Context: an optimization exercise on an open-source flow, tuned for small area, a short achievable clock period and few clock cycles per item. The choices shown serve that exercise and are no tape-out recipe.
At most, simulation tests tie the RTL to the original design; equivalence was not proved.
For runs 7 to 9, only the layout was checked, not whether the RTL still works.
Power is estimated from default activity; no workload was simulated.

### design/flow/flow/run.sh
#!/bin/bash
# Standard layout with plain buffers on the ports. Each step's full log
# stays in orfs/logs/; make's output goes to standard.log.
set -euo pipefail
bash standard.sh "BUFFER_PORTS_ARGS=-buffer_cell sky130_fd_sc_hd__buf_2" finish > standard.log 2>&1
### design/flow/standard.sh
#!/bin/bash
# synth_recipe.tcl (not shown) runs the flow's synth.tcl, then flattens the netlist and writes it again
# the make line also repeats each setting of config.mk as NAME=value (left out here)
make -C /OpenROAD-flow-scripts/flow DESIGN_CONFIG=/design/flow/config.mk WORK_HOME=/design/flow/orfs CLKGATE_MAP_FILE= SYNTH_SCRIPT=/design/flow/synth_recipe.tcl "${@:-finish}"
### design/flow/config.mk
export PLATFORM = sky130hd
export DESIGN_NAME = source_line_tokenizer_core
export DESIGN_NICKNAME = source_line_tokenizer_core
export VERILOG_FILES = /design/flow/design.v
export SDC_FILE = /design/flow/constraint.sdc
export NUM_CORES = 4
export LEC_CHECK = 0
export CAP_MARGIN = 20
export CORE_MARGIN = 2
export CORE_UTILIZATION = 60
export PLACE_DENSITY = 0.72
export SETUP_SLACK_MARGIN = 5
export SLEW_MARGIN = 20
export TNS_END_PERCENT = 5
### design/flow/constraint.sdc
create_clock -name core_clock -period 7.5 [get_ports {i_clk}]
set_input_delay 1.5000 -clock core_clock [delete_from_list [all_inputs] [get_ports {i_clk}]]
set_output_delay 1.5000 -clock core_clock [all_outputs]
set_load 0.01 [all_outputs]
### design/flow/design.v
`timescale 1ns / 1ps
module source_line_tokenizer_core (
    input  logic        i_clk,
    input  logic        i_rst_n,
    input  logic        i_in_valid,
    output logic        o_in_ready,
    input  logic [8:0]  i_in_data,
    output logic        o_out_valid,
    input  logic        i_out_ready,
    output logic [44:0] o_out_data
);
    localparam logic [1:0] K_LEXEME = 2'd0;
    localparam logic [1:0] K_DONE   = 2'd1;
    localparam logic [1:0] K_ERROR  = 2'd2;
    localparam logic [3:0] TT_IDENT  = 4'd0;
    localparam logic [3:0] TT_INT    = 4'd1;
    localparam logic [3:0] TT_FLOAT  = 4'd2;
    localparam logic [3:0] TT_STRING = 4'd3;
    localparam logic [3:0] TT_OP     = 4'd4;
    localparam logic [3:0] TT_LBRACE = 4'd5;
    localparam logic [3:0] TT_RBRACE = 4'd6;
    localparam logic [3:0] TT_LPAREN = 4'd7;
    localparam logic [3:0] TT_RPAREN = 4'd8;
    localparam logic [3:0] TT_SEMI   = 4'd9;
    localparam logic [1:0] E_BAD_NUMBER = 2'd0;
    localparam logic [1:0] E_BAD_ESCAPE = 2'd1;
    localparam logic [1:0] E_UNCLOSED   = 2'd2;
    localparam logic [1:0] E_UNEXPECTED = 2'd3;
    localparam logic [3:0] M_IDLE    = 4'd0;
    localparam logic [3:0] M_IDENT   = 4'd1;
    localparam logic [3:0] M_NUMBER  = 4'd2;
    localparam logic [3:0] M_NEG     = 4'd3;
    localparam logic [3:0] M_DBL     = 4'd4;
    localparam logic [3:0] M_STRING  = 4'd5;
    localparam logic [3:0] M_ESCAPE  = 4'd6;
    localparam logic [3:0] M_COMMENT = 4'd7;
    localparam logic [3:0] M_ERROR   = 4'd8;
    localparam logic [3:0] M_CLOSEOP = 4'd9;    
    localparam logic [1:0] P_NONE = 2'd0;
    localparam logic [1:0] P_COL  = 2'd1;
    localparam logic [1:0] P_LINE = 2'd2;
    logic [8:0]  r_h, r_s;
    logic        r_hv, r_sv;
    logic [3:0]  r_mode, n_mode;
    logic [15:0] r_line;
    logic [11:0] r_col, r_tstart;
    logic [1:0]  r_pend;
    logic [1:0]  r_dots, n_dots;
    logic        r_lastdot, n_lastdot;
    logic        r_ov;
    logic [1:0]  r_kind;
    logic [3:0]  r_type;
    logic [7:0]  r_byte;
    logic [1:0]  r_err;
    logic        r_last;
    logic [11:0] r_ocol;
    logic [7:0]  c;
    logic        act;
    logic        is_space, is_letter, is_digit, close_consume;
    logic        go, triv, take, consume, rv, csel, ts_load, nl;
    logic [1:0]  kind, err;
    logic [3:0]  ty;
    logic [7:0]  byt;
    logic [15:0] cur_line;
    logic [11:0] cur_col;
    assign c   = r_h[7:0];
    assign act = r_h[8];
    assign is_space  = (c == 8'd32) || (c == 8'd9) || (c == 8'd12) || (c == 8'd11) || (c == 8'd13);
    assign is_letter = (c >= 8'h61 && c <= 8'h7A) || (c >= 8'h41 && c <= 8'h5A) || (c == 8'h5F);
    assign is_digit  = (c >= 8'h30) && (c <= 8'h39);
    assign close_consume = is_space || (c == 8'h23) || (c == 8'h22);
    assign o_in_ready  = !r_sv;
    assign take        = i_in_valid && !r_sv;
    assign o_out_valid = r_ov;
    assign o_out_data  = {r_kind, r_type, r_byte, r_line, r_ocol, r_err, r_last};
    assign triv = !act && r_pend != P_LINE &&
                  ((r_mode == M_COMMENT) ||
                   (r_mode == M_IDLE && (is_space || c == 8'h23 || c == 8'h22)) ||
                   (r_mode == M_STRING && c == 8'h5C));
    assign go = r_hv && ((r_mode == M_ERROR) || !r_ov || i_out_ready || triv);
    logic [16:0] line_inc;
    logic [12:0] col_inc;
    assign line_inc = {1'b0, r_line} + 17'd1;
    assign col_inc  = {1'b0, r_col} + 13'd1;
    always_comb begin
        cur_line = r_line;
        cur_col  = r_col;
        if (r_pend == P_LINE) begin
            cur_line = line_inc[15:0] | {16{line_inc[16]}};
            cur_col  = 12'd1;
        end else if (r_pend == P_COL) begin
            cur_col  = col_inc[11:0] | {12{col_inc[12]}};
        end
    end
    always_comb begin
        n_mode    = r_mode;
        n_dots    = r_dots;
        n_lastdot = r_lastdot;
        rv        = 1'b0;
        kind      = K_LEXEME;
        ty        = TT_IDENT;
        byt       = 8'd0;
        err       = 2'd0;
        csel      = 1'b0;
        consume   = 1'b1;
        ts_load   = 1'b0;
        nl        = 1'b0;
        if (act) begin
            nl = 1'b1;
            n_mode = M_IDLE;
            csel = 1'b1;
            case (r_mode)
                M_IDENT: begin
                    rv = 1'b1; kind = K_DONE; ty = TT_IDENT;
                end
                M_NUMBER: begin
                    rv = 1'b1;
                    if (r_lastdot || r_dots == 2'd2) begin
                        kind = K_ERROR; err = E_BAD_NUMBER; n_mode = M_ERROR; nl = 1'b0;
                    end else begin
                        kind = K_DONE; ty = (r_dots == 2'd1) ? TT_FLOAT : TT_INT;
                    end
                end
                M_NEG, M_DBL, M_CLOSEOP: begin
                    rv = 1'b1; kind = K_DONE; ty = TT_OP;
                end
                M_STRING, M_ESCAPE: begin
                    rv = 1'b1; kind = K_ERROR; err = E_UNCLOSED; n_mode = M_ERROR; nl = 1'b0;
                end
                M_ERROR: begin
                    n_mode = M_ERROR; nl = 1'b0;
                end
                default: begin
                end
            endcase
        end else begin
            case (r_mode)
                M_IDENT, M_NUMBER, M_NEG, M_DBL: begin
                    if (r_mode == M_IDENT && (is_letter || is_digit)) begin
                        rv = 1'b1; ty = TT_IDENT; byt = c;
                    end else if ((r_mode == M_NUMBER || r_mode == M_NEG) && is_digit) begin
                        rv = 1'b1; ty = TT_INT; byt = c;
                        n_mode = M_NUMBER;
                        n_lastdot = 1'b0;
                        if (r_mode == M_NEG) n_dots = 2'd0;
                    end else if (r_mode == M_NUMBER && c == 8'h2E) begin
                        rv = 1'b1; ty = TT_INT; byt = c;
                        if (r_dots != 2'd2) n_dots = r_dots + 2'd1;
                        n_lastdot = 1'b1;
                    end else if (r_mode == M_DBL && c == 8'h3D) begin
                        rv = 1'b1; ty = TT_OP; byt = c;
                        n_mode = M_CLOSEOP; consume = 1'b0;
                    end else begin
                        rv = 1'b1; csel = 1'b1; kind = K_DONE;
                        n_mode = (c == 8'h23) ? M_COMMENT : (c == 8'h22) ? M_STRING : M_IDLE;
                        ts_load = (c == 8'h22);
                        consume = close_consume;
                        if (r_mode == M_IDENT) begin
                            ty = TT_IDENT;
                        end else if (r_mode == M_NUMBER) begin
                            if (r_lastdot || r_dots == 2'd2) begin
                                kind = K_ERROR; err = E_BAD_NUMBER; n_mode = M_ERROR;
                                consume = 1'b1;
                            end else begin
                                ty = (r_dots == 2'd1) ? TT_FLOAT : TT_INT;
                            end
                        end else begin
                            ty = TT_OP;
                        end
                    end
                end
                M_CLOSEOP: begin
                    rv = 1'b1; csel = 1'b1; kind = K_DONE; ty = TT_OP; n_mode = M_IDLE;
                end
                M_STRING: begin
                    if (c == 8'h22) begin
                        rv = 1'b1; csel = 1'b1; kind = K_DONE; ty = TT_STRING; n_mode = M_IDLE;
                    end else if (c == 8'h5C) begin
                        n_mode = M_ESCAPE;
                    end else begin
                        rv = 1'b1; ty = TT_STRING; byt = c;
                    end
                end
                M_ESCAPE: begin
                    rv = 1'b1; ty = TT_STRING; n_mode = M_STRING;
                    case (c)
                        8'h74:   byt = 8'd9;
                        8'h72:   byt = 8'd13;
                        8'h6E:   byt = 8'd10;
                        8'h22:   byt = 8'h22;
                        8'h30:   byt = 8'h00;
                        default: begin
                            kind = K_ERROR; ty = TT_IDENT; err = E_BAD_ESCAPE; n_mode = M_ERROR;
                        end
                    endcase
                end
                M_COMMENT, M_ERROR: begin
                end
                default: begin
                    ts_load = 1'b1;
                    byt = c;
                    if (is_space) begin
                    end else if (c == 8'h23) begin
                        n_mode = M_COMMENT;
                    end else if (c == 8'h7B) begin
                        rv = 1'b1; kind = K_DONE; ty = TT_LBRACE; byt = 8'd0;
                    end else if (c == 8'h7D) begin
                        rv = 1'b1; kind = K_DONE; ty = TT_RBRACE; byt = 8'd0;
                    end else if (c == 8'h28) begin
                        rv = 1'b1; kind = K_DONE; ty = TT_LPAREN; byt = 8'd0;
                    end else if (c == 8'h29) begin
                        rv = 1'b1; kind = K_DONE; ty = TT_RPAREN; byt = 8'd0;
                    end else if (c == 8'h3B) begin
                        rv = 1'b1; kind = K_DONE; ty = TT_SEMI; byt = 8'd0;
                    end else if (is_letter) begin
                        rv = 1'b1; ty = TT_IDENT; n_mode = M_IDENT;
                    end else if (is_digit) begin
                        rv = 1'b1; ty = TT_INT; n_mode = M_NUMBER;
                        n_dots = 2'd0; n_lastdot = 1'b0;
                    end else if (c == 8'h2D) begin
                        rv = 1'b1; ty = TT_OP; n_mode = M_NEG;
                    end else if (c == 8'h22) begin
                        n_mode = M_STRING;
                    end else if (c == 8'h3D || c == 8'h21) begin
                        rv = 1'b1; ty = TT_OP; n_mode = M_DBL;
                    end else if (c == 8'h2B || c == 8'h2A || c == 8'h2F) begin
                        rv = 1'b1; ty = TT_OP; n_mode = M_CLOSEOP; consume = 1'b0;
                    end else begin
                        rv = 1'b1; kind = K_ERROR; err = E_UNEXPECTED; byt = 8'd0;
                        n_mode = M_ERROR;
                    end
                end
            endcase
        end
    end
    always_ff @(posedge i_clk) begin
        if (!i_rst_n) begin
            r_hv      <= 1'b0;
            r_sv      <= 1'b0;
            r_mode    <= M_IDLE;
            r_line    <= 16'd1;
            r_col     <= 12'd1;
            r_pend    <= P_NONE;
            r_ov      <= 1'b0;
        end else begin
            if (go && consume) begin
                if (r_sv) begin
                    r_h  <= r_s;
                    r_hv <= 1'b1;
                    r_sv <= take;
                    if (take) r_s <= i_in_data;
                end else begin
                    r_hv <= take;
                    if (take) r_h <= i_in_data;
                end
            end else if (take) begin
                if (r_hv) begin
                    r_s  <= i_in_data;
                    r_sv <= 1'b1;
                end else begin
                    r_h  <= i_in_data;
                    r_hv <= 1'b1;
                end
            end
            if (go && r_mode != M_ERROR) begin
                r_mode    <= n_mode;
                r_line    <= cur_line;
                r_col     <= cur_col;
                r_pend    <= !consume ? P_NONE : (act ? (nl ? P_LINE : P_NONE) : P_COL);
            end
            if (go && r_mode != M_ERROR && rv) begin
                r_ov <= 1'b1;
            end else if (i_out_ready) begin
                r_ov <= 1'b0;
            end
        end
    end
    always_ff @(posedge i_clk) begin
        if (go && r_mode != M_ERROR) begin
            r_dots    <= n_dots;
            r_lastdot <= n_lastdot;
            if (ts_load) r_tstart <= cur_col;
        end
    end
    always_ff @(posedge i_clk) begin
        if (go && r_mode != M_ERROR && rv) begin
            r_kind <= kind;
            r_type <= ty;
            r_byte <= byt;
            r_err  <= err;
            r_last <= consume;
            r_ocol <= csel ? r_tstart : cur_col;
        end
    end
endmodule
==> results.cfg, run 1 <==
[run_status]
status = complete, no violations

[sta]
slew_viol_final = 0
hold_ws_ps = 505
worst_pin_slew_ps = 984
relSlewSlack = 0.335
finClkSkew_ps = 15.4
setup_slack_ps = 4680
fmax_mhz = 355
timing.final.hold_violations = 0
rsz0062_at_grt = yes
min_period_ps = 2820
period_share = 0.375
setup_viol = 0
fin_tns_setup_ps = 0

[worst_setup_path]
path_max_fanout = 12
critPathSlowestCell = edfxtp_1
cp_cell_sequence = buf_4 -> buf_6 -> nor4b_4 -> nand3_1 -> mux2_2 -> or3_4 -> o311ai_4 -> clkbuf_16 -> mux2_4
required_ps = 7650
path_buf_inv = 3
worst_ep_arrival_time_ps = 2970
endpoint_kind = flop
crit_family = simple AND/OR/NAND/NOR gates
slowest_delay_ps = 430
worstSetupPathType = reg2reg
startpoint_type = flop

[global_route]
antenna_found_initial = 0
grt_overflow = 0
grt_max_degree = 29
grt_util_all_layers = 0.315
grt_pass1_wl_um = 27100
first_global_vias = 5218

[power]
swShare = 0.300
p_leak_uw = 0.00283
switchingPower_uw = 346
p_int_uw = 807
p_seq_frac = 0.520
p_per_area_nw_per_um2 = 148
clockPowerShare = 0.313
p_comb_frac = 0.168
peakVddDrop_uv = 127

[cts]
cts.sinks = 99
cts.htree.levels = 3
cts_root_buf = clkbuf_8
cts_tree = yes
clock_path_buffers = 2
numCtsBuffers = 9
clock_latency_ps = 390
path_clk_slew_ps = 120
cts_hold_buf = 0

[synthesis]
yosys.area_share.simple = 0.228
synth_top_cell_by_area = edfxtp_1
synth_top_family_by_area = simple AND/OR/NAND/NOR gates
yosys_warnings = 1
netlist_instances = 638
synth_mux_area_frac = 0.0533
synthFlopType = edfxtp_1
synth_nets = 655
synth_adder_area_share = 0.00840
syn_area_per_cell_um2 = 9.34
synth_top_area_frac = 0.312
synth_xor_xnor_area_share = 0.0176
syn-cell-area_um2 = 5960
ys_seq_elements = 99
yosysSeqAreaShare = 0.437
ys_types = 76
synth_compound_area_frac = 0.213
netlist_top_cells_area = edfxtp_1 31%, dfxtp_1 12%, nand2_1 4.3%, mux2_2 4.2%, a21oi_1 4.1%
synth_edf_count = 62
async_flop_share = 0

[run]
cap_violations = 0

[drt]
ant_nets = 0
drc = 0
route.vias.total = 5918
initialDrtViolationCount = 726
drt_first_pass_iters = 6
wl_um = 18300
wl_per_cell_um = 20.6
viasPerCell = 6.65

[finish]
final_layout_size_suffix_gt1_frac = 0.343
area_growth_pct = 30.4
n_antenna_cell = 0
fillCellCount = 637
layout.nets = 769
multiInputGateArea_um2 = 3660
seq_area_um2 = 2620
stdcell_count = 890
stdcell_area_um2 = 7770

[floorplan]
placementRows = 36
die_width_um = 104
ios = 60
die_area_um2 = 10700
start_util = 0.613
die_h_um = 104
core_um2 = 9730

[place]
gp_congestion = 0.986
dp.cells = 787
place_ws_ps = 3790
dpl_cell_area_um2 = 6330
detailed_place_hpwl_um = 11000
port_buffers = 59

[worst_hold_path]
holdCritPathClass = reg2reg
## power by group through the flow
stage	combinational, uW	clock (uW)	sequential, uW
after floorplan	99.2	0	612
after global placement	117	0	623
after detailed placement	119	0	624
after CTS	162	361	599
after global routing	204	384	601
final	194	360	599
## placed cells by master (no fill, tap or decap), types with 10 or more instances in the layout
| master | instances |
|---|---|
| nand2b_1 | 10 |
| inv_1 | 16 |
| nand2_1 | 69 |
| nor2_1 | 25 |
| a21oi_1 | 47 |
| buf_4 | 73 |
| a31oi_1 | 14 |
| and3_1 | 10 |
| dfxtp_1 | 33 |
| nand3_1 | 22 |
| mux2_4 | 14 |
| buf_2 | 61 |
| nand4_1 | 10 |
| edfxtp_1 | 62 |
| nor3_1 | 14 |
| o21ai_0 | 23 |
## kinds of logic after synthesis
| group | after synthesis |
|---|---|
| buffers and inverters | 64 |
| XOR/XNOR | 12 |
| adder cells (fa/ha/maj) | 4 |
| AND/OR/NAND/NOR | 248 |
| multiplexers | 29 |
| AO/OA/AOI/OAI | 182 |
| flip-flops | 99 |
## synth_stat cells (all sizes together), types with 14 or more instances
cell type,instances
clkbuf,33
a21oi,49
nor3,19
edfxtp,62
mux2,22
a31oi,14
o21ai,30
nor2,29
dfxtp,37
nand2,69
inv,16
nand3,24
buf,14
## worst min-delay path: stages, from the launching register on
cell and delay [ps]:
dfxtp_1 350, nand2_1 60, a21oi_1 50
## repair_timing
| item | in CTS | in global routing |
|---|---|---|
| gates resized for setup | 46 | 64 |
| endpoints found under the hold margin | 0 | 0 |
| endpoints found under the setup margin | 138 | 140 |
| pin swaps | 15 | 24 |
| cloned | 3 | 1 |
| buffers inserted | 52 | 31 |
## worst paths after layout
path | start | to | slack, ps | cells after the start
max | r_h[3] | r_ocol[11] | 4680 | 9
min | r_col[11] | r_col[11] | 510 | 2
max reg2reg | r_h[3] | r_ocol[11] | 4680 | 9
min reg2reg | r_col[11] | r_col[11] | 510 | 2
## sequential cells by signal, indices dropped and copies added, names as in the netlist
signal and cells:
r_line 16, r_type 4, r_mode 4, r_ocol 12, r_err 2, r_lastdot 1
r_col 12, r_pend 2, r_s 9, r_tstart 12, r_kind 2, r_ov 1
r_sv 1, r_hv 1, r_byte 8, r_h 9, r_dots 2, r_last 1
## per-layer routing
metal	share of wire	GRT usage	routed length (um)	up-vias
met5	0	0	0	-
met4	0.030	0.0898	557	0
met2	0.46	0.492	8370	410
met3	0.10	0.0812	1880	77
li1	-	-	-	2689
met1	0.41	0.437	7480	2742
## cell type report
class                           instances  area share
Clock buffer                            9      0.0159
Clock inverter                          7      0.0121
Inverter                               17     0.00821
Multi-Input combinational cell        477       0.471
Sequential cell                        99       0.337
Tap cell                              133      0.0214
Timing Repair Buffer                  148       0.134
## metrics by stage
step                       util  power (uW)
final                     0.799        1150
after global routing      0.799        1190
after detailed placement  0.651         743
after global placement    0.651         740
after CTS                 0.742        1120
after floorplan               -         711
Testbench counts, summed over its fixed seeds: cycles 36,164, items 32,063.
==> run 2, diff against run 1 <==
--- a/design/flow/config.mk
+++ b/design/flow/config.mk
@@ -6,4 +6,5 @@
 export NUM_CORES = 4
 export LEC_CHECK = 0
+export ABC_AREA = 1
 export CAP_MARGIN = 20
 export CORE_MARGIN = 2
@@ -12,3 +13,3 @@
 export SETUP_SLACK_MARGIN = 5
 export SLEW_MARGIN = 20
-export TNS_END_PERCENT = 5
+export TNS_END_PERCENT = 0
==> results.cfg, run 2 <==
[finish]
layout.nets = 904
multiInputGateArea_um2 = 2970
fillCellCount = 800
n_antenna_cell = 0
final_common_cell = nand2_1
final_layout_size_suffix_gt1_frac = 0.221
area_growth_pct = 17.3
largest-register = r_line
utilization = 0.717
most-common-layout-cells = 248 x nand2_1, 78 x inv_1, 67 x nand3_1, 64 x nor2_1, 62 x edfxtp_1
seq_area_um2 = 2610
largest_reg_flops = 16

[synthesis]
netlist_instances = 804
synth_edf_count = 62
synth_xor_xnor_area_share = 0.00446
syn_area_per_cell_um2 = 7.33
synth_top_family_by_area = simple AND/OR/NAND/NOR gates
synth_compound_area_frac = 0.0945
syn-cell-area_um2 = 5890
synthFlopType = edfxtp_1
async_flop_share = 0
yosysMostFrequentCell = nand2_1
synth_top_cell_by_area = edfxtp_1
netlist_top_cells_area = edfxtp_1 32%, nand2_1 16%, dfxtp_1 13%, nand3_1 6.1%, inv_1 5.2%
synth_nets = 821
ys_types = 43
synth_mux_area_frac = 0
yosysSeqAreaShare = 0.442
synth_adder_area_share = 0.00850
ys_seq_elements = 99
yosys.area_share.simple = 0.366
synthTopCellsByCount = 255 x nand2_1, 82 x inv_1, 75 x nor2_1
yosys_warnings = 1
synth_top_area_frac = 0.316

[floorplan]
core_um2 = 9640
die_h_um = 103
placementRows = 36
start_util = 0.611
ios = 60
die_area_um2 = 10600
die_width_um = 103

[place]
port_buffers = 59
gp_congestion = 0.972
detailed_place_hpwl_um = 10400

[cts]
path_clk_slew_ps = 100
cts.sinks = 99
clock_latency_ps = 380
clock_path_buffers = 2
cts_hold_buf = 0
cts_root_buf = clkbuf_8
cts.htree.levels = 3
cts_tree = yes
numCtsBuffers = 9

[power]
peakVddDrop_uv = 155
p_per_area_nw_per_um2 = 244
p_leak_uw = 0.00308

[worst_hold_path]
holdCritPathClass = reg2reg

[sta]
worst_pin_slew_ps = 732
rsz0062_at_grt = yes
fin_tns_setup_ps = 0
min_period_ps = 2510
period_share = 0.334
timing.final.hold_violations = 0
slew_viol_final = 0
finClkSkew_ps = 11.2
setup_viol = 0
relSlewSlack = 0.508
fmax_mhz = 399

[worst_setup_path]
path_max_fanout = 6
endpoint_kind = flop
worst_ep_arrival_time_ps = 2600
startpoint_type = flop
worstSetupPathType = reg2reg
reg2reg_slack_ps = 4990
required_ps = 7600

[drt]
wl_per_cell_um = 14.9
ant_nets = 0
initialDrtViolationCount = 585
route.vias.total = 5782
drt_first_pass_iters = 6
drc = 0
viasPerCell = 5.64
wl_um = 15300

[global_route]
first_global_vias = 4825
antenna_found_initial = 0
grt_pass1_wl_um = 23200
grt_max_degree = 22
grt_util_all_layers = 0.279
grt_overflow = 0

[run_status]
status = complete, no violations

[run]
cap_violations = 0
[run 2: cell types whose count changed after synthesis, sizes merged, moves of 8 or more]
cell	before	now
nand2	69	267
o21ai	30	38
inv	16	90
mux2	22	0
nor2	29	87
a211oi	11	0
and3	11	2
nand3	24	76
or3	8	0
nand2b	11	0
clkbuf	33	8
nor2b	10	0
[run 2: where the power goes]
part,switching (uW),internal [uW],total [uW]
Sequential,39.2,676,715
Clock,209,163,372
Combinational,399,202,601
[run 2: path summary, 6_finish.rpt]
kind | startpoint | depth (start not counted) | end
max reg2reg | r_h[2] | 12 | r_s[1]
min reg2reg | r_col[11] | 2 | r_col[11]
min | r_col[11] | 2 | r_col[11]
max | r_h[2] | 12 | r_s[1]
[run 2: cells by family after synthesis]
family	after synthesis
AO/OA/AOI/OAI	105
XOR/XNOR	3
adder cells (fa/ha/maj)	4
buffers and inverters	115
flip-flops	99
AND/OR/NAND/NOR	478
[run 2: timing repair]
action,4_1_cts,5_1_grt
pin swaps,1,7
resized for setup,6,38
endpoints found under the setup margin,84,119
gates cloned,2,3
setup buffers,8,21
[run 2: per-stage QoR]
stage	instances	worst slack, ps	total power, uW	instance area [um2]	hold slack [ps]
floorplan	804	4830	1110	5940	444
global placement	975	4230	1220	6260	459
detailed placement	975	4190	1230	6260	481
CTS	1001	4890	1610	6580	496
global route	1025	4900	1780	6910	514
finish	1025	4990	1690	6910	505
[run 2: layout make-up]
| cell class | count | area share |
|---|---|---|
| inverter | 94 | 0.0545 |
| tap | 133 | 0.0241 |
| clock buffer | 9 | 0.0179 |
| sequential | 99 | 0.378 |
| timing repair inverter | 3 | 0.00290 |
| multi-input combinational | 592 | 0.430 |
| clock inverter | 7 | 0.0134 |
| timing repair buffer | 88 | 0.0797 |
[run 2: critical path: stages, from the launching register on]
cell        delay [ps]
edfxtp_1           540
buf_4              200
nor2_4             180
nand2_2            100
a21oi_1            370
nand2_1            100
nand2_1            110
nand2_2             90
nand2_1            110
nand2_1            100
nand2_2            140
nand2_4             80
clkinvlp_4         110
[run 2: layer usage]
layer,global-route usage,vias to the layer above,share of wire
met1,0.407,2626,0.44
met4,0.0830,0,0.019
met2,0.425,306,0.45
li1,-,2814,-
met5,0,-,0
met3,0.0515,36,0.090
==> run 3, diff against run 2 <==
--- a/design/flow/config.mk
+++ b/design/flow/config.mk
@@ -7,9 +7,8 @@
 export LEC_CHECK = 0
 export ABC_AREA = 1
-export CAP_MARGIN = 20
+export CAP_MARGIN = 0
 export CORE_MARGIN = 2
 export CORE_UTILIZATION = 60
 export PLACE_DENSITY = 0.72
 export SETUP_SLACK_MARGIN = 5
-export SLEW_MARGIN = 20
-export TNS_END_PERCENT = 0
+export SLEW_MARGIN = 0
==> results.cfg, run 3 <==
[run_status]
status = complete, no violations

[power]
clockPowerShare = 0.209
p_comb_frac = 0.371
p_int_uw = 1040
p_leak_uw = 0.00317
peakVddDrop_uv = 142
switchingPower_uw = 670
p_seq_frac = 0.420
swShare = 0.393
p_per_area_nw_per_um2 = 240

[synthesis]
synth_top_cell_by_area = edfxtp_1
synthFlopType = edfxtp_1
synth_nets = 821
ys_types = 43
netlist_top_cells_area = edfxtp_1 32%, nand2_1 16%, dfxtp_1 13%, nand3_1 6.1%, inv_1 5.2%
yosys_warnings = 1
ys_seq_elements = 99
syn-cell-area_um2 = 5890
yosysSeqAreaShare = 0.442
netlist_instances = 804
syn_area_per_cell_um2 = 7.33
synth_top_area_frac = 0.316
synthTopCellsByCount = 255 x nand2_1, 82 x inv_1, 75 x nor2_1
synth_edf_count = 62
async_flop_share = 0
yosysMostFrequentCell = nand2_1

[sta]
fin_tns_setup_ps = 0
rsz0062_at_grt = yes
setup_viol = 0
timing.final.hold_violations = 0
period_share = 0.335
worst_pin_slew_ps = 739
relSlewSlack = 0.507
finClkSkew_ps = 16.7
fmax_mhz = 398
slew_viol_final = 0
min_period_ps = 2510

[drt]
route.vias.total = 5794
ant_nets = 0
dr_wl_met2_um = 7230
highest_layer = met4
wl_met1_um = 6920
drt_first_pass_iters = 5
viasPerCell = 5.59
wl_met3_um = 1120
initialDrtViolationCount = 605
wl_per_cell_um = 15.0
wl_um = 15600
drc = 0

[worst_setup_path]
crit_path_frequent_cell = nand2_4
path_max_fanout = 7
path_buf_inv = 4
worst_ep_arrival_time_ps = 2640
required_ps = 7620
crit_family = simple AND/OR/NAND/NOR gates
worstSetupPathType = reg2reg
cp_cell_sequence = buf_6 -> nor2_4 -> nand2_4 -> nor2_4 -> nand2_4 -> nand3_2 -> nand2_1 -> nand2_1 -> nand2_2 -> nand2_4 -> nand3_4 -> clkinv_4 -> nand2_8 -> clkinvlp_4 -> clkbuf_16
endpoint_kind = flop
slowest_delay_ps = 490
critPathSlowestCell = edfxtp_1
startpoint_type = flop

[finish]
multiInputGateArea_um2 = 3040
largest-register = r_line
final_layout_size_suffix_gt1_frac = 0.247
utilization = 0.738
n_antenna_cell = 0
most-common-layout-cells = 246 x nand2_1, 79 x inv_1, 68 x nand3_1, 66 x nor2_1, 62 x edfxtp_1
fillCellCount = 764
seq_area_um2 = 2620
stdcell_area_um2 = 7120
area_growth_pct = 20.8
largest_reg_flops = 16
layout.nets = 916
final_common_cell = nand2_1

[global_route]
grt_max_degree = 22
first_global_vias = 4994
grt_pass1_wl_um = 23900
grt_util_all_layers = 0.289
antenna_found_initial = 0
grt_overflow = 0

[place]
dpl_cell_area_um2 = 6280
detailed_place_hpwl_um = 10900
gp_congestion = 0.957
port_buffers = 59

[cts]
cts_root_buf = clkbuf_8
cts_tree = yes
cts.sinks = 99
numCtsBuffers = 9
cts.htree.levels = 3
clock_latency_ps = 390
cts_hold_buf = 0
clock_path_buffers = 2
path_clk_slew_ps = 110

[floorplan]
die_area_um2 = 10600
core_um2 = 9640
start_util = 0.611
placementRows = 36
die_width_um = 103
die_h_um = 103
ios = 60

[worst_hold_path]
holdCritPathClass = reg2reg

[run]
cap_violations = 0
run 3: layout make-up:
class / instances / area share
clock inverters: 7 / 0.0121
multi-input cells: 592 / 0.426
clock buffers: 9 / 0.0174
flip-flops and latches: 99 / 0.368
inverters: 94 / 0.0548
well taps: 133 / 0.0234
repair buffers: 100 / 0.0947
repair inverters: 3 / 0.00281
run 3: metrics by stage:
step	setup slack (ps)	std cells	hold slack (ps)	power [uW]
floorplan	4830	804	444	1110
CTS	4990	1016	489	1630
global placement	4230	976	462	1220
global route	4870	1037	502	1800
detailed placement	4190	976	468	1230
finish	4990	1037	494	1710
run 3: timing repair:
item,CTS,global route
setup endpoints to repair,88,100
pin swaps,3,12
buffers inserted,20,19
cloned,4,2
resized for setup,19,48
run 3: cell families (layout without fill, tap and decap cells):
kind of cell,count (synthesis),in the layout,share of synthesized area
xor+xnor,3,3,0.00446
fa+ha+maj,4,4,0.00850
buf+inv,115,213,0.0845
flops,99,99,0.442
compound gates,105,105,0.0945
simple gates,478,480,0.366
run 3: tightest hold or removal path, cell delays in order (launching register included):
cell and delay, ps:
dfxtp_1 340, inv_1 70, a21oi_1 50
run 3: worst paths after layout:
| kind | from | end | slack, ps | cells after the start |
|---|---|---|---|---|
| hold / removal | r_col[11] | r_col[11] | 490 | 2 |
| setup reg to reg | r_h[4] | r_ocol[2] | 4990 | 15 |
| setup / recovery | r_h[4] | r_ocol[2] | 4990 | 15 |
| hold reg to reg | r_col[11] | r_col[11] | 490 | 2 |
run 3: power by group through the flow:
stage | Sequential, uW | Clock (uW) | Combinational (uW)
3_5_place_dp | 728 | 0 | 503
2_1_floorplan | 734 | 0 | 375
5_1_grt | 726 | 379 | 693
4_1_cts | 714 | 359 | 559
3_3_place_gp | 724 | 0 | 492
6_report | 716 | 356 | 633
run 3: layer usage:
layer	vias to the layer above	track usage
met2	249	0.453
met3	34	0.0488
met5	-	0
met4	0	0.0941
met1	2674	0.408
li1	2837	-
==> run 4, diff against run 3 <==
--- a/design/flow/config.mk
+++ b/design/flow/config.mk
@@ -7,8 +7,9 @@
 export LEC_CHECK = 0
 export ABC_AREA = 1
-export CAP_MARGIN = 0
+export CAP_MARGIN = 20
 export CORE_MARGIN = 2
-export CORE_UTILIZATION = 60
-export PLACE_DENSITY = 0.72
+export CORE_UTILIZATION = 65
+export PLACE_DENSITY = 0.75
 export SETUP_SLACK_MARGIN = 5
-export SLEW_MARGIN = 0
+export SLEW_MARGIN = 20
+export TNS_END_PERCENT = 20
==> results.cfg, run 4 <==
[worst_setup_path]
required_ps = 6000
critPathSlowestCell = dfxtp_1
endpoint_kind = output pin
startpoint_type = flop
worst-path-stages = 1
cp_cell_sequence = buf_2
reg2reg_depth = 13
path_max_fanout = 6
worst_ep_arrival_time_ps = 1010
path_buf_inv = 1
worstSetupPathType = reg2out
crit_family = flip-flops
slowest_delay_ps = 460

[global_route]
first_global_vias = 5047
grt_overflow = 0
grt_use_met1 = 0.407
gr-max-usage-layer = met2
antenna_found_initial = 0
grt.met2_usage = 0.465
grt.met3_usage = 0.0583
grt_max_degree = 30
grt_util_all_layers = 0.297
grt_pass1_wl_um = 23500

[synthesis]
synth_top_cell_by_area = edfxtp_1
ys_types = 43
async_flop_share = 0
syn-cell-area_um2 = 5890
netlist_top_cells_area = edfxtp_1 32%, nand2_1 16%, dfxtp_1 13%, nand3_1 6.1%, inv_1 5.2%
netlist_instances = 804
yosys_warnings = 1
syn_area_per_cell_um2 = 7.33
synth_edf_count = 62
synthFlopType = edfxtp_1
ys_seq_elements = 99
synth_top_area_frac = 0.316
synthTopCellsByCount = 255 x nand2_1, 82 x inv_1, 75 x nor2_1
synth_nets = 821
yosysSeqAreaShare = 0.442
yosysMostFrequentCell = nand2_1

[power]
p_per_area_nw_per_um2 = 243
power_uw = 1670
peakVddDrop_uv = 151
p_leak_uw = 0.00307

[place]
gp_congestion = 1.01
detailed_place_hpwl_um = 10500
place_ws_ps = 4190
port_buffers = 59

[worst_hold_path]
holdCritPathClass = reg2reg
min_path_cells = 2

[cts]
cts_tree = yes
clock_latency_ps = 380
cts_root_buf = clkbuf_8
cts_hold_buf = 0
cts.htree.levels = 3
numCtsBuffers = 9
path_clk_slew_ps = 100
cts.sinks = 99
clock_path_buffers = 2

[finish]
most-common-layout-cells = 249 x nand2_1, 77 x inv_1, 67 x nand3_1, 62 x nor2_1, 62 x edfxtp_1
largest_reg_flops = 16
final_common_cell = nand2_1
largest-register = r_line
n_antenna_cell = 0
area_growth_pct = 16.8
seq_area_um2 = 2610
multiInputGateArea_um2 = 3010
final_layout_size_suffix_gt1_frac = 0.221
layout.nets = 903
fillCellCount = 631

[drt]
ant_nets = 0
wl_um = 15300
route.vias.total = 5836
drc = 0
wl_per_cell_um = 15.3
drt_first_pass_iters = 5
viasPerCell = 5.84
initialDrtViolationCount = 486

[sta]
period_share = 0.335
relSlewSlack = 0.566
fin_tns_setup_ps = 0
rsz0062_at_grt = yes
fmax_mhz = 398
min_period_ps = 2510
setup_slack_ps = 4990
worst_pin_slew_ps = 650
finClkSkew_ps = 11.7
slew_viol_final = 0
timing.final.hold_violations = 0
setup_viol = 0

[run_status]
status = complete, no violations

[floorplan]
die_width_um = 99.2
ios = 60
start_util = 0.672
die_area_um2 = 9840
core_um2 = 8760
placementRows = 34
die_h_um = 99.2

[run]
cap_violations = 0
## run 4: worst paths after layout
check             startpoint              to  slack, ps
setup reg to reg      r_h[1]       r_ocol[0]       5080
hold reg to reg    r_col[11]       r_col[11]        480
setup / recovery   r_line[2]  o_out_data[17]       4990
hold / removal     r_col[11]       r_col[11]        480
## run 4: area by class of cell
cell class,instances,area share
Multi-Input combinational cell,593,0.437
Sequential cell,99,0.379
Timing Repair Buffer,87,0.0776
Inverter,94,0.0554
Tap cell,108,0.0196
Clock buffer,9,0.0180
Clock inverter,7,0.0111
Timing Repair inverter,2,0.00182
## run 4: cells by family after synthesis
logic type,count (synthesis),share of synthesized area
AO/OA/AOI/OAI,105,0.0945
XOR/XNOR,3,0.00446
adder cells (fa/ha/maj),4,0.00850
buffers and inverters,115,0.0845
flip-flops,99,0.442
AND/OR/NAND/NOR,478,0.366
## run 4: metal layers
| layer | vias to the layer above | wire length [um] |
|---|---|---|
| li1 | 2818 | - |
| met1 | 2613 | 6280 |
| met2 | 353 | 7120 |
| met3 | 52 | 1500 |
| met4 | 0 | 378 |
| met5 | - | 0 |
## run 4: worst reg2reg max path: stages (launching register included)
cell,delay (ps)
edfxtp_1,490
buf_4,190
buf_4,170
nor2_4,160
nand2_2,100
nor2_2,170
nand2_2,100
and3_4,210
nand2_4,90
nor2_4,50
inv_2,110
nand3_2,160
nand2_1,130
nand2_1,70
## run 4: report_power, final
part,switching (uW),internal (uW),total (uW)
registers,40.2,676,716
clock network,215,133,349
logic,408,201,608
total,663,1010,1670
## run 4: metrics by stage
step           hold WS (ps)   util  instance area [um2]  std cells
2_1_floorplan           444      -                 5940        804
3_3_place_gp            458  0.712                 6240        951
3_5_place_dp            463  0.712                 6240        951
4_1_cts                 479  0.752                 6590        980
5_1_grt                 529  0.785                 6880        999
6_report                483  0.785                 6880        999
## run 4: repair_timing
item | CTS | global route
endpoints found under the setup margin | 64 | 103
setup buffers | 11 | 16
gates resized for setup | 9 | 42
pin swaps | 3 | 7
hold endpoints to repair | 0 | 0
cloned | 2 | 3
==> run 5, diff against run 4 <==
--- a/design/flow/config.mk
+++ b/design/flow/config.mk
@@ -13,3 +13,2 @@
 export SETUP_SLACK_MARGIN = 5
 export SLEW_MARGIN = 20
-export TNS_END_PERCENT = 20
==> results.cfg, run 5 <==
[run_status]
status = complete, no violations

[worst_setup_path]
worstSetupPathType = in2reg
reg2reg_slack_ps = 5040
cp_cell_sequence = buf_2 -> nor2_4 -> inv_1 -> nor2_1 -> a21oi_4 -> nand2_1 -> nand2_1 -> nand2_2 -> nand2_2 -> clkinvlp_4
endpoint_kind = flop
crit_family = simple AND/OR/NAND/NOR gates
slowest_delay_ps = 180
path_max_fanout = 4
r2r_end = r_s[3]
required_ps = 7610
timing.rr.start = r_h[2]
reg2reg_depth = 12
path_buf_inv = 3
critPathSlowestCell = nor2_1
startpoint_type = primary input
worst_ep_arrival_time_ps = 2610

[place]
port_buffers = 59
detailed_place_hpwl_um = 10700
dp.cells = 950
gp_congestion = 0.994

[finish]
largest-register = r_line
most-common-layout-cells = 247 x nand2_1, 77 x inv_1, 66 x nand3_1, 64 x nor2_1, 62 x edfxtp_1
final_common_cell = nand2_1
layout.nets = 910
seq_area_um2 = 2620
area_growth_pct = 18.6
fillCellCount = 637
multiInputGateArea_um2 = 3020
utilization = 0.797
stdcell_count = 1006
n_antenna_cell = 0
final_layout_size_suffix_gt1_frac = 0.243
largest_reg_flops = 16

[power]
peakVddDrop_uv = 143
p_leak_uw = 0.00312
p_per_area_nw_per_um2 = 239

[synthesis]
synth_xor_xnor_area_share = 0.00446
async_flop_share = 0
synth_mux_area_frac = 0
synth_compound_area_frac = 0.0945
syn-cell-area_um2 = 5890
syn_area_per_cell_um2 = 7.33
synth_top_family_by_area = simple AND/OR/NAND/NOR gates
yosys.area_share.simple = 0.366
synthTopCellsByCount = 255 x nand2_1, 82 x inv_1, 75 x nor2_1
synth_adder_area_share = 0.00850
synthFlopType = edfxtp_1
synth_nets = 821
netlist_instances = 804
synth_edf_count = 62
yosys_warnings = 1
synth_top_cell_by_area = edfxtp_1
yosysSeqAreaShare = 0.442
ys_seq_elements = 99
netlist_top_cells_area = edfxtp_1 32%, nand2_1 16%, dfxtp_1 13%, nand3_1 6.1%, inv_1 5.2%
ys_types = 43
synth_top_area_frac = 0.316
yosysMostFrequentCell = nand2_1

[floorplan]
placementRows = 34
start_util = 0.672
ios = 60
die_width_um = 99.2
core_um2 = 8760
die_h_um = 99.2
die_area_um2 = 9840

[global_route]
grt_pass1_wl_um = 24100
first_global_vias = 5179
grt_util_all_layers = 0.305
antenna_found_initial = 0
grt_overflow = 0
grt_max_degree = 21

[cts]
cts.htree.levels = 3
clock_path_buffers = 2
numCtsBuffers = 9
cts_root_buf = clkbuf_8
cts_hold_buf = 0
clock_latency_ps = 390
cts.sinks = 99
path_clk_slew_ps = 100
cts_tree = yes

[sta]
fmax_mhz = 400
relSlewSlack = 0.480
timing.final.hold_violations = 0
setup_viol = 0
worst_pin_slew_ps = 780
hold_ws_ps = 492
min_period_ps = 2500
period_share = 0.334
rsz0062_at_grt = yes
finClkSkew_ps = 12.3
fin_tns_setup_ps = 0
slew_viol_final = 0

[worst_hold_path]
hold_end = r_col[11]
holdCritPathClass = reg2reg
min_path_cells = 2
min_from = r_col[11]

[drt]
wl_um = 15800
ant_nets = 0
viasPerCell = 5.95
initialDrtViolationCount = 627
wl_per_cell_um = 15.7
drt_first_pass_iters = 6
drc = 0
route.vias.total = 5987

[run]
cap_violations = 0
[run 5: cell count changes in the layout (fill, tap and decap cells not counted), moves of 2 or more]
cell,previous run,this run
a31oi_1,10,7
dfxtp_1,34,25
a31oi_2,0,3
buf_12,2,4
buf_4,25,31
dfxtp_2,2,12
nor2_1,62,64
nor2_2,11,9
nand2_1,249,247
[run 5: through the flow]
step | area (um2) | power, uW | worst slack (ps)
after floorplan | 5950 | 1110 | 4830
after CTS | 6670 | 1610 | 4980
after global placement | 6240 | 1210 | 4260
after detailed placement | 6240 | 1230 | 4190
after global routing | 6990 | 1750 | 4900
final | 6990 | 1670 | 5000
[run 5: timing repair]
action,in CTS,in global routing
setup buffers,15,20
cloned,3,2
pin swaps,2,9
endpoints found under the setup margin,86,117
resized for setup,15,47
[run 5: final cells by class]
type / count / share of cell area
multi-input cells: 592 / 0.433
clock inverters: 7 / 0.0107
inverters: 94 / 0.0548
well taps: 108 / 0.0193
flip-flops and latches: 99 / 0.375
repair inverters: 3 / 0.00287
clock buffers: 9 / 0.0177
repair buffers: 94 / 0.0870
[run 5: worst max path at each step]
stage | cells past startpoint | endpoint | startpoint | slack, ps
finish | 10 | r_s[3] | i_out_ready | 5000
global route | 10 | r_s[6] | i_out_ready | 4900
CTS | 2 | o_in_ready | r_sv | 4980
detailed placement | 7 | r_byte[4] | i_out_ready | 4190
global placement | 7 | r_byte[4] | i_out_ready | 4260
floorplan | 6 | r_byte[0] | i_out_ready | 4830
[run 5: cells by family after synthesis]
group / after synthesis
buf+inv: 115
xor+xnor: 3
flops: 99
simple gates: 478
compound gates: 105
fa+ha+maj: 4
[run 5: power by group]
part           internal [uW]  switching (uW)
sequential               676            42.1
clock                    134             214
combinational            204             402
total                   1010             658
[run 5: tightest hold or removal path, stage by stage, from the launching register on]
cell and delay [ps]:
dfxtp_1 320, inv_1 60, a21oi_1 60
[run 5: per-layer routing]
layer	vias up	wire length [um]	share of wire	track usage
met1	2710	6380	0.40	0.412
met3	41	1760	0.11	0.0703
li1	2834	-	-	-
met5	-	0	0	0
met4	0	323	0.020	0.109
met2	402	7370	0.47	0.485
==> run 6, diff against run 5 <==
==> design/flow/flow/run.sh (replaced) <==
#!/bin/bash
# Standard layout with plain buffers on the ports. Each step's full log
# stays in orfs/logs/; make's output goes to standard.log.
set -euo pipefail
bash standard.sh SETUP_SLACK_MARGIN=5.2 "BUFFER_PORTS_ARGS=-buffer_cell sky130_fd_sc_hd__buf_2" finish > standard.log 2>&1
--- a/design/flow/config.mk
+++ b/design/flow/config.mk
@@ -9,6 +9,6 @@
 export CAP_MARGIN = 20
 export CORE_MARGIN = 2
-export CORE_UTILIZATION = 65
-export PLACE_DENSITY = 0.75
+export CORE_UTILIZATION = 55
+export PLACE_DENSITY = 0.7
 export SETUP_SLACK_MARGIN = 5
 export SLEW_MARGIN = 20
==> results.cfg, run 6 <==
[place]
dpl_cell_area_um2 = 6290
gp_congestion = 0.948
port_buffers = 59
detailed_place_hpwl_um = 10600

[finish]
layout.nets = 971
final_common_cell = nand2_1
stdcell_area_um2 = 8120
most-common-layout-cells = 221 x nand2_1, 73 x buf_4, 70 x inv_1, 62 x edfxtp_1, 61 x nand3_1
area_growth_pct = 37.9
largest_reg_flops = 16
fillCellCount = 708
final_layout_size_suffix_gt1_frac = 0.356
largest-register = r_line
n_antenna_cell = 0

[sta]
slew_viol_final = 0
period_share = 0.331
worst_pin_slew_ps = 807
finClkSkew_ps = 14.1
min_period_ps = 2480
relSlewSlack = 0.461
fin_tns_setup_ps = 0
timing.final.hold_violations = 0
fmax_mhz = 402
setup_viol = 0
rsz0062_at_grt = yes

[global_route]
antenna_found_initial = 0
grt_overflow = 0
grt_max_degree = 22
grt_pass1_wl_um = 25800
first_global_vias = 5433
grt_util_all_layers = 0.281

[cts]
cts_tree = yes
cts_root_buf = clkbuf_8
cts_hold_buf = 0
clock_latency_ps = 380
path_clk_slew_ps = 120
numCtsBuffers = 9
clock_path_buffers = 2
cts.sinks = 99
cts.htree.levels = 3

[worst_setup_path]
worstSetupPathType = reg2out
critPathSlowestCell = edfxtp_1
endpoint_kind = output pin
path_max_fanout = 1
timing.rr.start = r_h[3]
required_ps = 6000
reg2reg_depth = 13
reg2reg_slack_ps = 5120
worst_ep_arrival_time_ps = 980
r2r_end = r_h[6]
crit_family = flip-flops
cp_cell_sequence = buf_2
path_buf_inv = 1
startpoint_type = flop
slowest_delay_ps = 440

[drt]
initialDrtViolationCount = 608
wl_um = 17800
ant_nets = 0
drt_first_pass_iters = 7
wl_per_cell_um = 16.2
drc = 0
viasPerCell = 5.69
route.vias.total = 6236

[run_status]
status = complete, no violations

[synthesis]
synthTopCellsByCount = 255 x nand2_1, 82 x inv_1, 75 x nor2_1
synthFlopType = edfxtp_1
ys_types = 43
synth_top_cell_by_area = edfxtp_1
synth_nets = 821
syn_area_per_cell_um2 = 7.33
ys_seq_elements = 99
netlist_instances = 804
yosys_warnings = 1
yosysSeqAreaShare = 0.442
syn-cell-area_um2 = 5890
async_flop_share = 0
synth_top_area_frac = 0.316
netlist_top_cells_area = edfxtp_1 32%, nand2_1 16%, dfxtp_1 13%, nand3_1 6.1%, inv_1 5.2%
synth_edf_count = 62
yosysMostFrequentCell = nand2_1

[power]
p_per_area_nw_per_um2 = 224
power_uw = 1820
peakVddDrop_uv = 131
p_leak_uw = 0.00363

[floorplan]
ios = 60
die_width_um = 107
start_util = 0.568
core_um2 = 10400
die_area_um2 = 11600
placementRows = 37
die_h_um = 107

[worst_hold_path]
hold_end = r_col[11]
holdCritPathClass = reg2reg
min_from = r_col[11]
min_path_cells = 2

[run]
cap_violations = 0
==> run 6: cell counts after synthesis <==
Identical to the previous run, type by type.
==> run 6: routing by layer <==
| metal | global-route usage | vias up | part of all wire |
|---|---|---|---|
| met1 | 0.389 | 2874 | 0.41 |
| met5 | 0 | - | 0 |
| met4 | 0.0916 | 0 | 0.023 |
| met2 | 0.444 | 364 | 0.48 |
| li1 | - | 2948 | - |
| met3 | 0.0545 | 50 | 0.087 |
==> run 6: worst max-delay path by stage <==
stage | startpoint | endpoint | slack (ps) | cells past startpoint
global placement | i_out_ready | r_byte[3] | 4200 | 7
CTS | r_last | o_out_data[0] | 5030 | 1
global route | r_last | o_out_data[0] | 5000 | 1
detailed placement | i_out_ready | r_byte[3] | 4140 | 7
finish | r_last | o_out_data[0] | 5020 | 1
floorplan | i_out_ready | r_byte[0] | 4830 | 6
==> run 6: kinds of logic (layout without fill, tap and decap cells) <==
logic type               after synthesis  count (layout)  synth area share
XOR/XNOR                               3               3           0.00446
flip-flops                            99              99             0.442
AND/OR/NAND/NOR                      478             481             0.366
buffers and inverters                115             267            0.0845
adder cells (fa/ha/maj)                4               4           0.00850
AO/OA/AOI/OAI                        105             105            0.0945
==> run 6: through the flow <==
step | setup WS [ps] | instances | hold WS, ps | util
6_report | 5020 | 1095 | 504 | 0.783
5_1_grt | 5000 | 1095 | 527 | 0.783
4_1_cts | 5030 | 1047 | 492 | 0.701
3_5_place_dp | 4140 | 979 | 475 | 0.607
3_3_place_gp | 4200 | 979 | 463 | 0.607
2_1_floorplan | 4830 | 804 | 444 | -
==> run 6: final cells by class <==
cell class              count  area [um2]  share of cell area
clock buffers               9         124              0.0153
clock inverters             7        86.3              0.0106
inverters                  94         394              0.0485
multi-input cells         593        3400               0.419
flip-flops and latches     99        2650               0.326
well taps                 136         170              0.0210
repair buffers            152        1260               0.155
repair inverters            5        32.5             0.00401
==> run 6: power by group <==
group	internal (uW)	switching (uW)	total, uW
clock network	137	226	363
logic	275	464	739
registers	674	40.9	715
==> run 6: what timing repair did <==
item / 4_1_cts / 5_1_grt
buffers inserted: 46 / 45
gates cloned: 6 / 3
setup endpoints to repair: 170 / 174
endpoints found under the hold margin: 0 / 0
resized for setup: 91 / 123
pin swaps: 13 / 36
==> run 7, diff against run 6 <==
--- a/design/flow/design.v
+++ b/design/flow/design.v
@@ -37,7 +37,4 @@
     localparam logic [3:0] M_ERROR   = 4'd8;
     localparam logic [3:0] M_CLOSEOP = 4'd9;    
-    localparam logic [1:0] P_NONE = 2'd0;
-    localparam logic [1:0] P_COL  = 2'd1;
-    localparam logic [1:0] P_LINE = 2'd2;
     logic [8:0]  r_h, r_s;
     logic        r_hv, r_sv;
@@ -45,5 +42,5 @@
     logic [15:0] r_line;
     logic [11:0] r_col, r_tstart;
-    logic [1:0]  r_pend;
+    logic        r_pline;      
     logic [1:0]  r_dots, n_dots;
     logic        r_lastdot, n_lastdot;
@@ -58,10 +55,8 @@
     logic        act;
     logic        is_space, is_letter, is_digit, close_consume;
-    logic        go, triv, take, consume, rv, csel, ts_load, nl;
+    logic        go, take, consume, rv, csel, ts_load, nl;
     logic [1:0]  kind, err;
     logic [3:0]  ty;
     logic [7:0]  byt;
-    logic [15:0] cur_line;
-    logic [11:0] cur_col;
     assign c   = r_h[7:0];
     assign act = r_h[8];
@@ -74,23 +69,5 @@
     assign o_out_valid = r_ov;
     assign o_out_data  = {r_kind, r_type, r_byte, r_line, r_ocol, r_err, r_last};
-    assign triv = !act && r_pend != P_LINE &&
-                  ((r_mode == M_COMMENT) ||
-                   (r_mode == M_IDLE && (is_space || c == 8'h23 || c == 8'h22)) ||
-                   (r_mode == M_STRING && c == 8'h5C));
-    assign go = r_hv && ((r_mode == M_ERROR) || !r_ov || i_out_ready || triv);
-    logic [16:0] line_inc;
-    logic [12:0] col_inc;
-    assign line_inc = {1'b0, r_line} + 17'd1;
-    assign col_inc  = {1'b0, r_col} + 13'd1;
-    always_comb begin
-        cur_line = r_line;
-        cur_col  = r_col;
-        if (r_pend == P_LINE) begin
-            cur_line = line_inc[15:0] | {16{line_inc[16]}};
-            cur_col  = 12'd1;
-        end else if (r_pend == P_COL) begin
-            cur_col  = col_inc[11:0] | {12{col_inc[12]}};
-        end
-    end
+    assign go = r_hv && ((r_mode == M_ERROR) || !r_ov || i_out_ready);
     always_comb begin
         n_mode    = r_mode;
@@ -241,5 +218,5 @@
             r_line    <= 16'd1;
             r_col     <= 12'd1;
-            r_pend    <= P_NONE;
+            r_pline   <= 1'b0;
             r_ov      <= 1'b0;
         end else begin
@@ -264,8 +241,11 @@
             end
             if (go && r_mode != M_ERROR) begin
-                r_mode    <= n_mode;
-                r_line    <= cur_line;
-                r_col     <= cur_col;
-                r_pend    <= !consume ? P_NONE : (act ? (nl ? P_LINE : P_NONE) : P_COL);
+                r_mode  <= n_mode;
+                r_pline <= consume && act && nl;
+                if (r_pline && r_line != 16'hFFFF) r_line <= r_line + 16'd1;
+                if (consume) begin
+                    if (act) r_col <= 12'd1;
+                    else if (r_col != 12'hFFF) r_col <= r_col + 12'd1;
+                end
             end
             if (go && r_mode != M_ERROR && rv) begin
@@ -280,5 +260,5 @@
             r_dots    <= n_dots;
             r_lastdot <= n_lastdot;
-            if (ts_load) r_tstart <= cur_col;
+            if (ts_load) r_tstart <= r_col;
         end
     end
@@ -290,5 +270,5 @@
             r_err  <= err;
             r_last <= consume;
-            r_ocol <= csel ? r_tstart : cur_col;
+            r_ocol <= csel ? r_tstart : r_col;
         end
     end
==> design/flow/run.sh (new file) <==
#!/bin/bash
# synth_recipe.tcl (not shown) runs the flow's synth.tcl, then flattens the netlist and writes it again
# the make line also repeats each setting of config.mk as NAME=value (left out here)
make -C /OpenROAD-flow-scripts/flow DESIGN_CONFIG=/design/flow/config.mk WORK_HOME=/design/flow/orfs CLKGATE_MAP_FILE= SYNTH_SCRIPT=/design/flow/synth_recipe.tcl finish
--- a/design/flow/config.mk
+++ b/design/flow/config.mk
@@ -6,9 +6,8 @@
 export NUM_CORES = 4
 export LEC_CHECK = 0
-export ABC_AREA = 1
 export CAP_MARGIN = 20
 export CORE_MARGIN = 2
-export CORE_UTILIZATION = 55
-export PLACE_DENSITY = 0.7
+export CORE_UTILIZATION = 65
+export PLACE_DENSITY = 0.75
 export SETUP_SLACK_MARGIN = 5
 export SLEW_MARGIN = 20
removed: design/flow/flow/run.sh
removed: design/flow/standard.sh
==> results.cfg, run 7 <==
[cts]
cts_root_buf = clkbuf_8
clock_path_buffers = 2
cts.sinks = 98
numCtsBuffers = 9
cts.htree.levels = 3
cts_hold_buf = 0

[run_status]
lastStage = global routing
status = did not finish
tool.error = [ERROR DPL-0038] Utilization greater than 100%, impossible to legalize

[floorplan]
ios = 60
start_util = 0.667
placementRows = 33
die_width_um = 95.3
die_h_um = 95.3

[sta]
worstEpCategory = register data pin
worst_endpoint = r_byte[2]$_SDFFCE_PP0P_/D

[synthesis]
ys_seq_elements = 98
synth_nets = 579
ys_types = 72
synthTopCellsByCount = 62 x edfxtp_1, 50 x nand2_1, 45 x nor2_1
async_flop_share = 0
synthFlopType = edfxtp_1
synth_top_area_frac = 0.343
yosysMostFrequentCell = edfxtp_1
netlist_instances = 562
netlist_top_cells_area = edfxtp_1 34%, dfxtp_1 13%, mux2_2 4.6%, nand2_1 3.5%, a21oi_1 3.3%
syn-cell-area_um2 = 5420
synth_top_cell_by_area = edfxtp_1
yosysSeqAreaShare = 0.476
syn_area_per_cell_um2 = 9.65
synth_edf_count = 62
yosys_warnings = 1

[place]
dp.cells = 695
detailed_place_hpwl_um = 10600
gp_congestion = 0.995
port_buffers = 59
dpl_cell_area_um2 = 6220

[global_route]
grt_max_degree = 23
## run 7: changes by cell type after synthesis, moves of 9 or more
cell / delta
nor4_1: +9
inv_1: -66
nand3_1: -53
clkbuf_1: +16
or3_1: +17
nor2b_1: +11
nand2_1: -205
nor2_1: -30
a21oi_1: -14
and3_1: +13
mux2_2: +22
xor2_1: +9
## run 7: power groups by stage
| stage | Clock (uW) | Sequential [uW] | Combinational (uW) |
|---|---|---|---|
| after CTS | 323 | 604 | 201 |
| after detailed placement | 0 | 625 | 136 |
| after global placement | 0 | 623 | 132 |
| after floorplan | 0 | 614 | 101 |
## run 7: cell families after synthesis
| logic type | Yosys count | synth area share |
|---|---|---|
| muxes | 27 | 0.0549 |
| and+or+nand+nor | 234 | 0.233 |
| AOI/OAI and AO/OA | 130 | 0.159 |
| adders and majority gates | 4 | 0.00923 |
| buffers and inverters | 52 | 0.0399 |
| DFF | 98 | 0.476 |
| xor gates and xnor gates | 17 | 0.0275 |
## run 7: worst min-delay path by stage
stage,from,to,slack (ps)
after detailed placement,r_col[7],r_tstart[7],520
after floorplan,r_col[0],r_tstart[0],430
after global placement,r_line[12],r_line[12],480
after CTS,r_line[12],r_line[12],530
## run 7: per-stage QoR
| stage | setup slack (ps) | util | power [uW] |
|---|---|---|---|
| floorplan | 4390 | - | 716 |
| global placement | 3950 | 0.765 | 756 |
| detailed placement | 3800 | 0.765 | 761 |
| CTS | 4700 | 0.925 | 1130 |
## run 7: timing repair
action,CTS
hold endpoints to repair,0
cloned,5
setup buffers,78
pin swaps,27
setup endpoints to repair,184
gates resized for setup,220
==> run 8, diff against run 7 <==
--- a/design/flow/config.mk
+++ b/design/flow/config.mk
@@ -6,7 +6,10 @@
 export NUM_CORES = 4
 export LEC_CHECK = 0
+export ABC_CLOCK_PERIOD_IN_PS = 2500
 export CAP_MARGIN = 20
 export CORE_MARGIN = 2
 export CORE_UTILIZATION = 65
+export CTS_CLUSTER_DIAMETER = 100
+export CTS_CLUSTER_SIZE = 40
 export PLACE_DENSITY = 0.75
 export SETUP_SLACK_MARGIN = 5
==> results.cfg, run 8 <==
[run_status]
status = did not finish
lastStage = global routing
tool.error = [ERROR DPL-0038] Utilization greater than 100%, impossible to legalize

[synthesis]
async_flop_share = 0
synth_top_cell_by_area = edfxtp_1
yosysMostFrequentCell = edfxtp_1
synth_xor_xnor_area_share = 0.0275
synthTopCellsByCount = 62 x edfxtp_1, 50 x nand2_1, 45 x nor2_1
synth_mux_area_frac = 0.0549
yosysSeqAreaShare = 0.476
yosys_warnings = 1
synth_top_area_frac = 0.343
syn_area_per_cell_um2 = 9.65
ys_seq_elements = 98
synth_edf_count = 62
synthFlopType = edfxtp_1
netlist_top_cells_area = edfxtp_1 34%, dfxtp_1 13%, mux2_2 4.6%, nand2_1 3.5%, a21oi_1 3.3%
synth_adder_area_share = 0.00923
syn-cell-area_um2 = 5420
synth_top_family_by_area = simple AND/OR/NAND/NOR gates
ys_types = 72
synth_compound_area_frac = 0.159
netlist_instances = 562
yosys.area_share.simple = 0.233
synth_nets = 579

[cts]
numCtsBuffers = 9
cts_hold_buf = 0
cts_root_buf = clkbuf_8
cts.htree.levels = 3
cts.sinks = 98
clock_path_buffers = 2

[floorplan]
die_width_um = 95.3
ios = 60
die_h_um = 95.3
placementRows = 33
start_util = 0.667

[place]
place_ws_ps = 3800
port_buffers = 59
detailed_place_hpwl_um = 10600
gp_congestion = 0.995
dpl_cell_area_um2 = 6220
dp.cells = 695

[sta]
worstEpCategory = register data pin
worst_endpoint = r_byte[2]$_SDFFCE_PP0P_/D

[global_route]
grt_max_degree = 23
-- run 8: cell counts after synthesis --
Identical to the previous run, type by type.
-- run 8: timing repair --
action / in CTS
resized for setup: 220
setup endpoints to repair: 184
pin swaps: 27
gates cloned: 5
setup buffers: 78
-- run 8: metrics by stage --
step                      power [uW]  hold slack [ps]
after detailed placement         761              524
after global placement           756              483
after floorplan                  716              435
after CTS                       1130              531
-- run 8: worst max-delay path by stage --
| stage | start | end | slack (ps) | depth (start not counted) |
|---|---|---|---|---|
| 4_1_cts | r_h[3] | r_byte[2] | 4700 | 7 |
| 3_5_place_dp | i_rst_n | r_h[7] | 3800 | 3 |
| 3_3_place_gp | i_rst_n | r_h[0] | 3950 | 3 |
| 2_1_floorplan | r_h[4] | r_byte[0] | 4390 | 7 |
-- run 8: power groups by stage --
| stage | clock network [uW] | logic (uW) | registers [uW] |
|---|---|---|---|
| global placement | 0 | 132 | 623 |
| detailed placement | 0 | 136 | 625 |
| floorplan | 0 | 101 | 614 |
| CTS | 323 | 201 | 604 |
-- run 8: kinds of logic after synthesis --
family,count (synthesis)
and+or+nand+nor,234
AOI/OAI and AO/OA,130
DFF,98
buffers and inverters,52
muxes,27
xor gates and xnor gates,17
adders and majority gates,4
==> run 9, diff against run 8 <==
--- a/design/flow/design.v
+++ b/design/flow/design.v
@@ -55,5 +55,5 @@
     logic        act;
     logic        is_space, is_letter, is_digit, close_consume;
-    logic        go, take, consume, rv, csel, ts_load, nl;
+    logic        go, triv, take, consume, rv, csel, ts_load, nl;
     logic [1:0]  kind, err;
     logic [3:0]  ty;
@@ -69,5 +69,9 @@
     assign o_out_valid = r_ov;
     assign o_out_data  = {r_kind, r_type, r_byte, r_line, r_ocol, r_err, r_last};
-    assign go = r_hv && ((r_mode == M_ERROR) || !r_ov || i_out_ready);
+    assign triv = !act && !r_pline &&
+                  ((r_mode == M_COMMENT) ||
+                   (r_mode == M_IDLE && (is_space || c == 8'h23 || c == 8'h22)) ||
+                   (r_mode == M_STRING && c == 8'h5C));
+    assign go = r_hv && ((r_mode == M_ERROR) || !r_ov || i_out_ready || triv);
     always_comb begin
         n_mode    = r_mode;
==> design/flow/flow/run.sh (new file) <==
#!/bin/bash
# Standard layout with plain buffers on the ports. Each step's full log
# stays in orfs/logs/; make's output goes to standard.log.
set -euo pipefail
bash standard.sh "BUFFER_PORTS_ARGS=-buffer_cell sky130_fd_sc_hd__buf_2" finish > standard.log 2>&1
==> design/flow/standard.sh (new file) <==
#!/bin/bash
# synth_recipe.tcl (not shown) runs the flow's synth.tcl, then flattens the netlist and writes it again
# the make line also repeats each setting of config.mk as NAME=value (left out here)
make -C /OpenROAD-flow-scripts/flow DESIGN_CONFIG=/design/flow/config.mk WORK_HOME=/design/flow/orfs CLKGATE_MAP_FILE= SYNTH_SCRIPT=/design/flow/synth_recipe.tcl "${@:-finish}"
==> design/flow/config.mk (replaced) <==
export PLATFORM = sky130hd
export DESIGN_NAME = source_line_tokenizer_core
export DESIGN_NICKNAME = source_line_tokenizer_core
export VERILOG_FILES = /design/flow/design.v
export SDC_FILE = /design/flow/constraint.sdc
export NUM_CORES = 4
export LEC_CHECK = 0
export ABC_AREA = 1
export CAP_MARGIN = 20
export CORE_MARGIN = 2
export CORE_UTILIZATION = 60
export PLACE_DENSITY = 0.72
export SETUP_SLACK_MARGIN = 5
export SLEW_MARGIN = 20
export TNS_END_PERCENT = 20
removed: design/flow/run.sh
==> results.cfg, run 9 <==
[synthesis]
syn-cell-area_um2 = 5620
synth_top_family_by_area = simple AND/OR/NAND/NOR gates
yosysSeqAreaShare = 0.460
synthFlopType = edfxtp_1
synth_xor_xnor_area_share = 0.0328
synth_top_area_frac = 0.332
synth_edf_count = 62
synth_mux_area_frac = 0
syn_area_per_cell_um2 = 7.57
netlist_instances = 742
synth_top_cell_by_area = edfxtp_1
synth_compound_area_frac = 0.0847
synth_adder_area_share = 0.00891
yosysMostFrequentCell = nand2_1
ys_types = 44
netlist_top_cells_area = edfxtp_1 33%, nand2_1 14%, dfxtp_1 13%, nand3_1 6.5%, nor2_1 5.1%
async_flop_share = 0
synthTopCellsByCount = 208 x nand2_1, 76 x nor2_1, 73 x inv_1, 73 x nand3_1, 62 x edfxtp_1
synth_nets = 759
yosys.area_share.simple = 0.334
ys_seq_elements = 98
yosys_warnings = 1

[cts]
cts_hold_buf = 0
clock_path_buffers = 2
cts.sinks = 98
numCtsBuffers = 9
path_clk_slew_ps = 100
cts_root_buf = clkbuf_8
cts.htree.levels = 3
cts_tree = yes

[place]
port_buffers = 59
dpl_cell_area_um2 = 5970
dp.cells = 890
gp_congestion = 0.972
detailed_place_hpwl_um = 9660

[worst_setup_path]
cp_cell_sequence = buf_2 -> inv_12 -> nand2_4 -> nor2_2 -> nand2_2 -> nand3_4 -> buf_6 -> or2_2 -> nor2_2
endpoint_kind = flop
required_ps = 7590
timing.rr.start = r_h[3]
critPathSlowestCell = or2_2
worstSetupPathType = in2reg

[power]
p_leak_uw = 0.00285
peakVddDrop_uv = 204
p_per_area_nw_per_um2 = 267

[finish]
final_common_cell = nand2_1
most-common-layout-cells = 204 x nand2_1, 70 x nand3_1, 69 x nor2_1, 67 x inv_1, 62 x edfxtp_1
stdcell_count = 943

[sta]
timing.final.hold_violations = 0
setup_viol = 0
relSlewSlack = 0.459
fmax_mhz = 389

[drt]
drt_first_pass_iters = 9
initialDrtViolationCount = 674
wl_um = 14500
drc = 0
wl_per_cell_um = 15.3

[global_route]
grt_max_degree = 32
grt_pass1_wl_um = 22900
grt_util_all_layers = 0.284

[run]
cap_violations = 0

[run_status]
status = complete, no violations

[floorplan]
placementRows = 35
die_h_um = 101
die_area_um2 = 10100
die_width_um = 101
core_um2 = 9150
start_util = 0.614
ios = 60

[worst_hold_path]
holdCritPathClass = reg2reg
hold_end = r_pline
min_from = r_pline
run 9: changes by cell type after synthesis, moves of 14 or more:
cell,previous run,this run
mux2_2,22,0
nand3_1,19,73
inv_1,16,73
nor2_1,45,76
or3_1,17,0
nand2_1,50,208
and3_1,14,0
clkbuf_1,24,9
run 9: repair_timing:
action,4_1_cts,5_1_grt
resized for setup,20,26
pin swaps,4,4
setup buffers,13,20
endpoints found under the setup margin,88,135
gates cloned,3,1
run 9: logic make-up after synthesis:
group / Yosys count
AOI/OAI and AO/OA: 84
xor gates and xnor gates: 21
adders and majority gates: 4
buffers and inverters: 108
DFF: 98
and+or+nand+nor: 427
run 9: report_power, final:
group / switching, uW / internal, uW
Combinational: 461 / 228
Sequential: 37.6 / 674
Clock: 211 / 164
Total: 709 / 1070
run 9: cell type report:
| class | count | area (um2) |
|---|---|---|
| multi-input combinational | 537 | 2740 |
| sequential | 98 | 2580 |
| fill | 689 | 2500 |
| timing repair buffer | 94 | 599 |
| inverter | 84 | 355 |
| tap | 111 | 139 |
| clock buffer | 9 | 124 |
| clock inverter | 7 | 95.1 |
| timing repair inverter | 3 | 17.5 |
run 9: critical path, delay by kind of cell:
kind / cells / cell delay, ps
simple gates: 6 / 780
buf+inv: 3 / 370
run 9: worst max path at each step:
stage / from / endpoint / cells after the start
after global placement: i_out_ready / r_byte[4] / 9
after detailed placement: i_out_ready / r_byte[2] / 9
after CTS: i_out_ready / r_byte[2] / 11
after global routing: r_h[1] / r_dots[1] / 13
after floorplan: i_out_ready / r_byte[0] / 8
final: i_out_ready / r_dots[1] / 9
run 9: metrics by stage:
stage / setup WS [ps] / power, uW / util
6_report: 4930 / 1780 / 0.727
3_5_place_dp: 3880 / 1280 / 0.652
5_1_grt: 4850 / 1870 / 0.727
3_3_place_gp: 3980 / 1270 / 0.652
4_1_cts: 4850 / 1710 / 0.700
2_1_floorplan: 4530 / 1140 / -
run 9: metal layers:
metal | global-route usage | vias up | wire length (um)
met3 | 0.0506 | 50 | 1330
met5 | 0 | - | 0
met2 | 0.442 | 327 | 6670
li1 | - | 2612 | -
met4 | 0.114 | 0 | 343
met1 | 0.395 | 2433 | 6110

Setup slack of run 9, layout unchanged: 4.930 ns with ideal ports, 4.943 ns with driving cells assumed (clock clkbuf_16, inputs buf_2), 4.536 ns with port delays also shifted by the 0.407 ns mid clock arrival.
